This design comes from an exercise in tuning for a short achievable clock period and few clock cycles on the open sky130 flow, not from production work.
In this exercise RTL edits were held to simulation tests only and were not proved equivalent to the original.
Power is estimated from default activity; no workload was simulated.

===== flow/run.sh =====
#!/bin/bash
# synth_recipe.tcl (not shown) runs the flow's synth.tcl, then flattens the netlist and writes it again
# the make line also repeats each setting of config.mk as NAME=value (left out here)
make -C /OpenROAD-flow-scripts/flow DESIGN_CONFIG=/design/flow/config.mk WORK_HOME=/design/flow/orfs CLKGATE_MAP_FILE= SYNTH_SCRIPT=/design/flow/synth_recipe.tcl finish

===== flow/config.mk =====
export PLATFORM = sky130hd
export DESIGN_NAME = rv_core_top
export DESIGN_NICKNAME = rv_core_top
export VERILOG_FILES = /design/flow/design.v
export SDC_FILE = /design/flow/constraint.sdc
export NUM_CORES = 4
export LEC_CHECK = 0
export CAP_MARGIN = 20
export CORE_MARGIN = 2
export CORE_UTILIZATION = 30
export PLACE_DENSITY = 0.45
export SLEW_MARGIN = 20

===== flow/constraint.sdc =====
create_clock -name core_clock -period 5.0 [get_ports {clk}]
set_input_delay 1.0000 -clock core_clock [delete_from_list [all_inputs] [get_ports {clk}]]
set_output_delay 1.0000 -clock core_clock [all_outputs]
set_load 0.01 [all_outputs]

===== flow/design.v =====
package rv_pkg;
  typedef logic [32-1:0]    word_t;
  typedef logic [31:0]            inst_t;
  typedef logic [5-1:0] regno_t;
  typedef logic [6-1:0] pc_t;
  typedef enum logic [3:0] {
    ALU_NOP, ALU_ADD, ALU_SUB, ALU_AND, ALU_OR, ALU_XOR,
    ALU_SLT, ALU_SLTU, ALU_SLL, ALU_SRL, ALU_SRA, ALU_LUI
  } alu_op_e;
  typedef enum logic [1:0] {
    FMT_R, FMT_I, FMT_U, FMT_INVALID
  } inst_fmt_e;
  typedef enum logic {
    FETCH_IDLE, FETCH_RUN
  } fetch_state_e;
  parameter logic [7-1:0] OPC_OP     = 7'b0110011;
  parameter logic [7-1:0] OPC_OP_IMM = 7'b0010011;
  parameter logic [7-1:0] OPC_LUI    = 7'b0110111;
  parameter logic [3-1:0] F3_ADD_SUB = 3'b000;
  parameter logic [3-1:0] F3_SLL     = 3'b001;
  parameter logic [3-1:0] F3_SLT     = 3'b010;
  parameter logic [3-1:0] F3_SLTU    = 3'b011;
  parameter logic [3-1:0] F3_XOR     = 3'b100;
  parameter logic [3-1:0] F3_SRL_SRA = 3'b101;
  parameter logic [3-1:0] F3_OR      = 3'b110;
  parameter logic [3-1:0] F3_AND     = 3'b111;
  parameter logic [7-1:0] F7_BASE = 7'b0000000;
  parameter logic [7-1:0] F7_ALT  = 7'b0100000;
endpackage
`timescale 1ns/1ps
module fetch_stage (
  input  logic                 clk,
  input  logic                 reset,
  input  logic                 load_en,
  input  rv_pkg::pc_t          load_addr,
  input  rv_pkg::inst_t        load_data,
  input  logic                 start,
  input  logic [6:0] prog_len,
  input  logic                 stall,
  output logic                 fetch_valid,
  output rv_pkg::inst_t        fetch_inst,
  output rv_pkg::pc_t          fetch_pc,
  output logic                 fetch_active
);
  rv_pkg::inst_t imem [(1 << 6)];
  rv_pkg::fetch_state_e state;
  logic [6:0] issue_cnt;   
  logic [6:0] run_len;
  rv_pkg::pc_t          fetch_addr;
  logic                 launch;
  logic                 advance;
  logic                 all_issued;
  assign all_issued   = (issue_cnt == run_len);
  assign launch       = (state == rv_pkg::FETCH_IDLE) && start && (prog_len != '0);
  assign advance      = (state == rv_pkg::FETCH_RUN) && !stall && !all_issued;
  assign fetch_addr   = launch ? '0 : issue_cnt[6-1:0];
  assign fetch_active = (state == rv_pkg::FETCH_RUN);
  always_ff @(posedge clk) begin
    if (load_en)
      imem[load_addr] <= load_data;
  end
  always_ff @(posedge clk) begin
    if (reset) begin
      state       <= rv_pkg::FETCH_IDLE;
      fetch_valid <= 1'b0;
      issue_cnt   <= '0;
      run_len     <= '0;
    end else begin
      case (state)
        rv_pkg::FETCH_IDLE: begin
          if (launch) begin
            state       <= rv_pkg::FETCH_RUN;
            fetch_valid <= 1'b1;
            issue_cnt   <= 1;         
            run_len     <= prog_len;
          end
        end
        rv_pkg::FETCH_RUN: begin
          if (!stall) begin
            if (all_issued) begin   
              fetch_valid <= 1'b0;
              state       <= rv_pkg::FETCH_IDLE;
            end else begin
              issue_cnt <= issue_cnt + 1'b1;
            end
          end
        end
        default: state <= rv_pkg::FETCH_IDLE;
      endcase
    end
  end
  always_ff @(posedge clk) begin
    if (launch || advance) begin
      fetch_inst <= imem[fetch_addr];
      fetch_pc   <= fetch_addr;
    end
  end
endmodule
`timescale 1ns/1ps
module decode_stage (
  input  logic              clk,
  input  logic              reset,
  input  logic              fetch_valid,
  input  rv_pkg::inst_t     fetch_inst,
  input  logic              wb_valid,
  input  rv_pkg::regno_t    wb_regno,
  input  rv_pkg::word_t     wb_value,
  output logic              stall,
  output logic              dec_valid,
  output rv_pkg::alu_op_e   dec_op,
  output rv_pkg::regno_t    dec_rd,
  output logic              dec_wen,
  output rv_pkg::word_t     dec_opa,
  output rv_pkg::word_t     dec_opb
);
  rv_pkg::word_t regs [(1 << 5)];
  logic [(1 << 5)-1:0] busy;   
  logic [7-1:0] opcode;
  logic [3-1:0]  funct3;
  logic [7-1:0]  funct7;
  rv_pkg::regno_t       rs1;
  rv_pkg::regno_t       rs2;
  rv_pkg::regno_t       rd;
  rv_pkg::alu_op_e   op;
  rv_pkg::inst_fmt_e fmt;
  rv_pkg::word_t     imm_i;
  rv_pkg::word_t     imm_u;
  rv_pkg::word_t     rs1_val;
  rv_pkg::word_t     rs2_val;
  rv_pkg::word_t     opa;
  rv_pkg::word_t     opb;
  logic rs1_busy;
  logic rs2_busy;
  logic rd_busy;
  logic hazard;
  logic issue;
  logic writes_rd;
  assign opcode = fetch_inst[6:0];
  assign rd     = fetch_inst[11:7];
  assign funct3 = fetch_inst[14:12];
  assign rs1    = fetch_inst[19:15];
  assign rs2    = fetch_inst[24:20];
  assign funct7 = fetch_inst[31:25];
  assign imm_i = {{20{fetch_inst[31]}}, fetch_inst[31:20]};   
  assign imm_u = {fetch_inst[31:12], 12'b0};
  always_comb begin
    op  = rv_pkg::ALU_NOP;
    fmt = rv_pkg::FMT_INVALID;
    case (opcode)
      rv_pkg::OPC_OP: begin
        if (funct7 == rv_pkg::F7_BASE) begin
          case (funct3)
            rv_pkg::F3_ADD_SUB: op = rv_pkg::ALU_ADD;
            rv_pkg::F3_SLL:     op = rv_pkg::ALU_SLL;
            rv_pkg::F3_SLT:     op = rv_pkg::ALU_SLT;
            rv_pkg::F3_SLTU:    op = rv_pkg::ALU_SLTU;
            rv_pkg::F3_XOR:     op = rv_pkg::ALU_XOR;
            rv_pkg::F3_SRL_SRA: op = rv_pkg::ALU_SRL;
            rv_pkg::F3_OR:      op = rv_pkg::ALU_OR;
            rv_pkg::F3_AND:     op = rv_pkg::ALU_AND;
            default:            op = rv_pkg::ALU_NOP;
          endcase
        end else if (funct7 == rv_pkg::F7_ALT) begin
          if (funct3 == rv_pkg::F3_ADD_SUB)
            op = rv_pkg::ALU_SUB;
          else if (funct3 == rv_pkg::F3_SRL_SRA)
            op = rv_pkg::ALU_SRA;
        end
        if (op != rv_pkg::ALU_NOP)
          fmt = rv_pkg::FMT_R;
      end
      rv_pkg::OPC_OP_IMM: begin
        case (funct3)
          rv_pkg::F3_ADD_SUB: op = rv_pkg::ALU_ADD;
          rv_pkg::F3_SLT:     op = rv_pkg::ALU_SLT;
          rv_pkg::F3_SLTU:    op = rv_pkg::ALU_SLTU;
          rv_pkg::F3_XOR:     op = rv_pkg::ALU_XOR;
          rv_pkg::F3_OR:      op = rv_pkg::ALU_OR;
          rv_pkg::F3_AND:     op = rv_pkg::ALU_AND;
          rv_pkg::F3_SLL: begin
            if (funct7 == rv_pkg::F7_BASE)
              op = rv_pkg::ALU_SLL;
          end
          rv_pkg::F3_SRL_SRA: begin
            if (funct7 == rv_pkg::F7_BASE)
              op = rv_pkg::ALU_SRL;
            else if (funct7 == rv_pkg::F7_ALT)
              op = rv_pkg::ALU_SRA;
          end
          default: op = rv_pkg::ALU_NOP;
        endcase
        if (op != rv_pkg::ALU_NOP)
          fmt = rv_pkg::FMT_I;
      end
      rv_pkg::OPC_LUI: begin
        op  = rv_pkg::ALU_LUI;
        fmt = rv_pkg::FMT_U;
      end
      default: begin   
        op  = rv_pkg::ALU_NOP;
        fmt = rv_pkg::FMT_INVALID;
      end
    endcase
  end
  assign rs1_val = (rs1 == '0) ? '0 : regs[rs1];
  assign rs2_val = (rs2 == '0) ? '0 : regs[rs2];
  always_comb begin
    case (fmt)
      rv_pkg::FMT_R: begin
        opa = rs1_val;
        opb = rs2_val;
      end
      rv_pkg::FMT_I: begin
        opa = rs1_val;
        opb = imm_i;
      end
      rv_pkg::FMT_U: begin
        opa = '0;
        opb = imm_u;
      end
      default: begin
        opa = '0;
        opb = '0;
      end
    endcase
  end
  assign rs1_busy = (rs1 != '0) && busy[rs1];
  assign rs2_busy = (rs2 != '0) && busy[rs2];
  assign rd_busy  = (fmt != rv_pkg::FMT_INVALID) && (rd != '0) && busy[rd];
  always_comb begin
    case (fmt)
      rv_pkg::FMT_R: hazard = rs1_busy || rs2_busy || rd_busy;
      rv_pkg::FMT_I: hazard = rs1_busy || rd_busy;
      rv_pkg::FMT_U: hazard = rd_busy;
      default:       hazard = 1'b0;
    endcase
  end
  assign stall     = fetch_valid && hazard;
  assign issue     = fetch_valid && !hazard;
  assign writes_rd = (fmt != rv_pkg::FMT_INVALID);
  always_ff @(posedge clk) begin
    if (reset) begin
      busy <= '0;
    end else begin
      if (wb_valid)
        busy[wb_regno] <= 1'b0;
      if (issue && writes_rd && (rd != '0))
        busy[rd] <= 1'b1;
    end
  end
  always_ff @(posedge clk) begin
    if (reset) begin
      for (int i = 0; i < (1 << 5); i++)
        regs[i] <= '0;
    end else if (wb_valid && (wb_regno != '0)) begin
      regs[wb_regno] <= wb_value;
    end
  end
  always_ff @(posedge clk) begin
    if (reset) begin
      dec_valid <= 1'b0;
      dec_wen   <= 1'b0;
    end else begin
      dec_valid <= issue && writes_rd;
      dec_wen   <= issue && writes_rd;
    end
  end
  always_ff @(posedge clk) begin
    dec_op  <= op;
    dec_rd  <= rd;
    dec_opa <= opa;
    dec_opb <= opb;
  end
endmodule
`timescale 1ns/1ps
module execute_stage (
  input  logic              clk,
  input  logic              reset,
  input  logic              dec_valid,
  input  rv_pkg::alu_op_e   dec_op,
  input  rv_pkg::regno_t    dec_rd,
  input  logic              dec_wen,
  input  rv_pkg::word_t     dec_opa,
  input  rv_pkg::word_t     dec_opb,
  output logic              wb_valid,
  output rv_pkg::regno_t    wb_regno,
  output rv_pkg::word_t     wb_value
);
  rv_pkg::word_t result;
  logic [4:0]    shamt;
  logic          lt_signed;
  logic          lt_unsigned;
  assign shamt       = dec_opb[4:0];   
  assign lt_signed   = $signed(dec_opa) < $signed(dec_opb);
  assign lt_unsigned = dec_opa < dec_opb;
  always_comb begin
    case (dec_op)
      rv_pkg::ALU_ADD:  result = dec_opa + dec_opb;
      rv_pkg::ALU_SUB:  result = dec_opa - dec_opb;
      rv_pkg::ALU_AND:  result = dec_opa & dec_opb;
      rv_pkg::ALU_OR:   result = dec_opa | dec_opb;
      rv_pkg::ALU_XOR:  result = dec_opa ^ dec_opb;
      rv_pkg::ALU_SLT:  result = {{31{1'b0}}, lt_signed};
      rv_pkg::ALU_SLTU: result = {{31{1'b0}}, lt_unsigned};
      rv_pkg::ALU_SLL:  result = dec_opa << shamt;
      rv_pkg::ALU_SRL:  result = dec_opa >> shamt;
      rv_pkg::ALU_SRA:  result = rv_pkg::word_t'($signed(dec_opa) >>> shamt);
      rv_pkg::ALU_LUI:  result = dec_opb;   
      default:          result = '0;
    endcase
  end
  always_ff @(posedge clk) begin
    if (reset)
      wb_valid <= 1'b0;
    else
      wb_valid <= dec_valid && dec_wen && (dec_rd != '0);   
  end
  always_ff @(posedge clk) begin
    wb_regno <= dec_rd;
    wb_value <= result;
  end
endmodule
`timescale 1ns/1ps
module rv_core_top (
  input  logic                 clk,
  input  logic                 reset,
  input  logic                 load_en,
  input  rv_pkg::pc_t          load_addr,
  input  rv_pkg::inst_t        load_data,
  input  logic                 start,
  input  logic [6:0] prog_len,
  output logic                 wb_valid,
  output rv_pkg::regno_t       wb_regno,
  output rv_pkg::word_t        wb_value,
  output logic                 done
);
  logic            stall;
  logic            fetch_valid;
  rv_pkg::inst_t   fetch_inst;
  logic            fetch_active;
  logic            dec_valid;
  rv_pkg::alu_op_e dec_op;
  rv_pkg::regno_t  dec_rd;
  logic            dec_wen;
  rv_pkg::word_t   dec_opa;
  rv_pkg::word_t   dec_opb;
  logic            ran;   
  fetch_stage u_fetch (
    .clk          (clk),
    .reset        (reset),
    .load_en      (load_en),
    .load_addr    (load_addr),
    .load_data    (load_data),
    .start        (start),
    .prog_len     (prog_len),
    .stall        (stall),
    .fetch_valid  (fetch_valid),
    .fetch_inst   (fetch_inst),
    .fetch_pc     (),               
    .fetch_active (fetch_active)
  );
  decode_stage u_decode (
    .clk         (clk),
    .reset       (reset),
    .fetch_valid (fetch_valid),
    .fetch_inst  (fetch_inst),
    .wb_valid    (wb_valid),
    .wb_regno    (wb_regno),
    .wb_value    (wb_value),
    .stall       (stall),
    .dec_valid   (dec_valid),
    .dec_op      (dec_op),
    .dec_rd      (dec_rd),
    .dec_wen     (dec_wen),
    .dec_opa     (dec_opa),
    .dec_opb     (dec_opb)
  );
  execute_stage u_execute (
    .clk       (clk),
    .reset     (reset),
    .dec_valid (dec_valid),
    .dec_op    (dec_op),
    .dec_rd    (dec_rd),
    .dec_wen   (dec_wen),
    .dec_opa   (dec_opa),
    .dec_opb   (dec_opb),
    .wb_valid  (wb_valid),
    .wb_regno  (wb_regno),
    .wb_value  (wb_value)
  );
  assign done = ran && !fetch_active && !dec_valid && !wb_valid;
  always_ff @(posedge clk) begin
    if (reset)
      ran <= 1'b0;
    else if (fetch_active)
      ran <= 1'b1;
    else if (done)
      ran <= 1'b0;
  end
endmodule

==> notes.md <==
DPL Wire Length between 300,000 and 400,000 um; status finished clean; Comb pwr share 12.4%; mux contribution to synthesized area 12.4%; Starting Density a little under a third; largest net degree at the start of global routing 139; sw frac 26.0%; 1st-iter DRT viols 12,100; Die Ht approximately 710 um; Pwr Density approximately 370 nW/um2; max-slew violations 0; die area around 510,000 um2; area of the core 501,000 um2; CP Capture Type flop; clock share of power around 41%; Seq/Total Area, Yosys between 60 and 70%; final hold viol count 0; Final Total Pwr roughly 66 mW; worst path cell trace clkdlybuf4s50_1, or4_4, o41ai_4, and2_4, buf_12, nand2_4, buf_4, buf_4, o221ai_1, a31oi_1, a211oi_1, a21oi_1; Worst Path Max Fanout 28; Max Cap Viol 0; crit path kind input pin to flop; CTS Sinks around 3,300; Seq pwr share a little under half; Detail Route Antenna Nets 0; layout cells sized above 1 between 10% and 20%; Yosys top cell area share about three fifths; post-synth top area cell edfxtp_1; Wirelength per Cell ~30 um; synthesized flop and latch total 3,265; WL final roughly 560,000 um; area grow syn2layout 17.2%; Port Buffers 87; hold buffer count at CTS 0; Max-slew headroom between 20% and 30%; initial antenna violation count 61; Post-Synth Simple-Gate Area 12.3%; worst path arrival time about 5.4 ns; DR vias ~100,000; most frequent cell after synthesis edfxtp_1; internal power between 40 and 50 mW; Critical Path Start Type input pin; worst-margin pin slew around 1.2 ns; VDD IR max just under 0.0003 V; Final GP Congestion 0.869; setup violators final 0; final worst path period share between 90% and 100%; grt total ovfl 0; GRT Total Usage 21.6%; H-Tree Depth 5; setup bufs post-CTS 0; nets about 11,000; Async S/R FF share, synth 0%; Pleak between 50 and 60 nW; Rows 260; Num CTS Buffers between 300 and 400; Clock Skew 0.121 ns; RSZ-0062 raised after global routing no; global-route wire length before repair 787,000 um; Syn. warnings 4; worst-path cell with the longest stage delay a211oi_1; clk latency of the worst-skew pair slightly above 1 ns; Final Core Density between 30% and 40%; IO Pins just under 90; top cells by count, synth edfxtp_1, nand2_1, and2_1, clkbuf_1, mux4_2; Placed Instances approximately 18,000; number of synthesized flops with an enable pin between 3,000 and 4,000; vias in the first global route 99,600; Netlist cell types between 80 and 90; Switch Pwr ~17 mW; vias per cell 5.47; final cell count without fillers about 18,000; Worst EP required 5.68 ns; Final Critical Period 4.71 ns; Remaining DRCs 0; syn_nets around 11,000; Main synth FF type edfxtp_1; slowest stage delay, CP 0.90 ns; Synth Instances between 10,000 and 15,000; Synth Area in Compound Gates about 7.4%; Mapped Avg Cell Area between 10 and 15 um2; largest family of logic cells by synthesized area multiplexers; DR pass1 iterations 5; top post-synthesis cells by area edfxtp_1, mux4_2, and2_1, nand2_1, dfxtp_1; Hold Path Class flop to flop; Root Buffer clkbuf_16; die width a little over 700 um; Synth Area in XOR/XNOR less than 1%; CTS tree built; Adder-Cell Fraction of Synth Area 0.974%; Max Clock Freq about 210 MHz; crit-path most repeated cell buf_4; Worst-path clk slew around 0.06 ns; Fin Hold WS approximately 0.35 ns; Mapped Area between 150,000 and 200,000 um2; clk buf depth 4
## kinds of logic (layout without fill, tap and decap cells)
logic type,count (synthesis),in the layout
AND/OR/NAND/NOR,3836,3836
flip-flops,3265,3265
AO/OA/AOI/OAI,1611,1611
buffers and inverters,1022,1705
multiplexers,1012,1012
adder cells (fa/ha/maj),116,116
XOR/XNOR,19,19
other,0,19
## flip-flops by register name (all words and copies together), names as in the netlist, 32 cells and up
register,flops
u_decode.dec_opb,32
u_decode.busy,32
u_decode.regs,1024
u_fetch.imem,2048
u_fetch.fetch_inst,32
u_execute.wb_value,32
u_decode.dec_opa,32
## per-stage QoR
step                instance area [um2]  setup WS [ns]  TNS (ns)
floorplan                        150000          0.568         0
global placement                 165000         -0.706     -8.67
detailed placement               165000         -0.711     -7.76
CTS                              176000          0.188         0
global route                     176000          0.151         0
finish                           176000          0.286         0
## critical path, delay by kind of cell
family | cells | cell delay (ns)
compound gates | 5 | 1.91
simple gates | 3 | 1.32
buf+inv | 4 | 1.12
## layout by cell type (no fill, tap or decap), types with 76 or more instances in the layout
| cell | n |
|---|---|
| clkbuf_16 | 378 |
| o221ai_1 | 139 |
| mux2i_1 | 310 |
| a21oi_1 | 290 |
| ha_1 | 114 |
| and2_1 | 1045 |
| edfxtp_1 | 3104 |
| o21ai_0 | 304 |
| a31oi_1 | 124 |
| inv_1 | 104 |
| clkinv_1 | 76 |
| o211ai_1 | 98 |
| nor2_1 | 464 |
| buf_12 | 128 |
| nand2_1 | 1406 |
| nand3_1 | 426 |
| and3_1 | 120 |
| clkbuf_1 | 81 |
| mux4_2 | 686 |
| a311oi_1 | 122 |
| dfxtp_1 | 150 |
| a211oi_1 | 149 |
| nor2_4 | 91 |
| buf_4 | 707 |
## what timing repair did
| item | CTS | global route |
|---|---|---|
| gates resized for setup | 0 | 1 |
| setup endpoints to repair | 0 | 3 |
| hold endpoints to repair | 0 | 0 |
## layer usage
metal	vias up	wire length [um]	GRT usage, %
met4	6	17200	6.15
met1	52500	242000	29.9
li1	42400	-	-
met5	-	40	0
met2	4157	264000	35.1
met3	726	40700	3.30
## cell type report
class / instances / area [um2]
well taps: 6681 / 8360
multi-input cells: 6594 / 50900
fillers: 48000 / 324000
inverters: 108 / 405
clock inverters: 206 / 1770
clock buffers: 470 / 9910
diodes: 19 / 47.5
flip-flops and latches: 3265 / 96500
repair buffers: 921 / 8570
## path summary, 6_finish.rpt
check,startpoint,to,slack [ns],depth (start not counted)
max,prog_len[2],u_fetch.fetch_inst[2],0.29,12
max reg2reg,u_fetch.fetch_inst[13],u_fetch.issue_cnt[2],0.36,13
min,u_decode.dec_rd[0],u_execute.wb_regno[0],0.35,0
min reg2reg,u_decode.dec_rd[0],u_execute.wb_regno[0],0.35,0
## power by group through the flow
stage | Clock [mW] | Sequential, mW | Combinational, mW
floorplan | 0 | 31.1 | 4.44
global placement | 0 | 31.4 | 8.15
detailed placement | 0 | 31.4 | 8.17
CTS | 27.1 | 30.8 | 8.19
global route | 28.1 | 30.9 | 8.52
finish | 26.6 | 30.8 | 8.15
Testbench counts, summed over its fixed seeds: cycles 16,021.

==> separate check: timing with driven ports <==
No port has a modelled driver above. Below, the same layout with a new extraction and two added sets of constraints. Step 1 sets driving cells, clkbuf_16 on the clock port and buf_2 on the other inputs (assumed; they add their load-dependent delay and slew). Step 2 moves the port delays by t, midway between the first and last clock arrival at a register: inputs arrive t later, outputs are due t later. That takes back most of the time a late clock gives input paths. Three values: ideal, step 1, step 2; two values: the first two.
t (ns): 1.083
setup WS [ns]: 0.286 / 0.359 / -0.706
worst hold slack (ns): 0.348 / 0.348 / 0.348
With both steps, setup timing fails in this run, where it was met with ideal ports. The setup slack of this run moves by +0.073 ns with the drivers and by -0.992 ns with both steps.
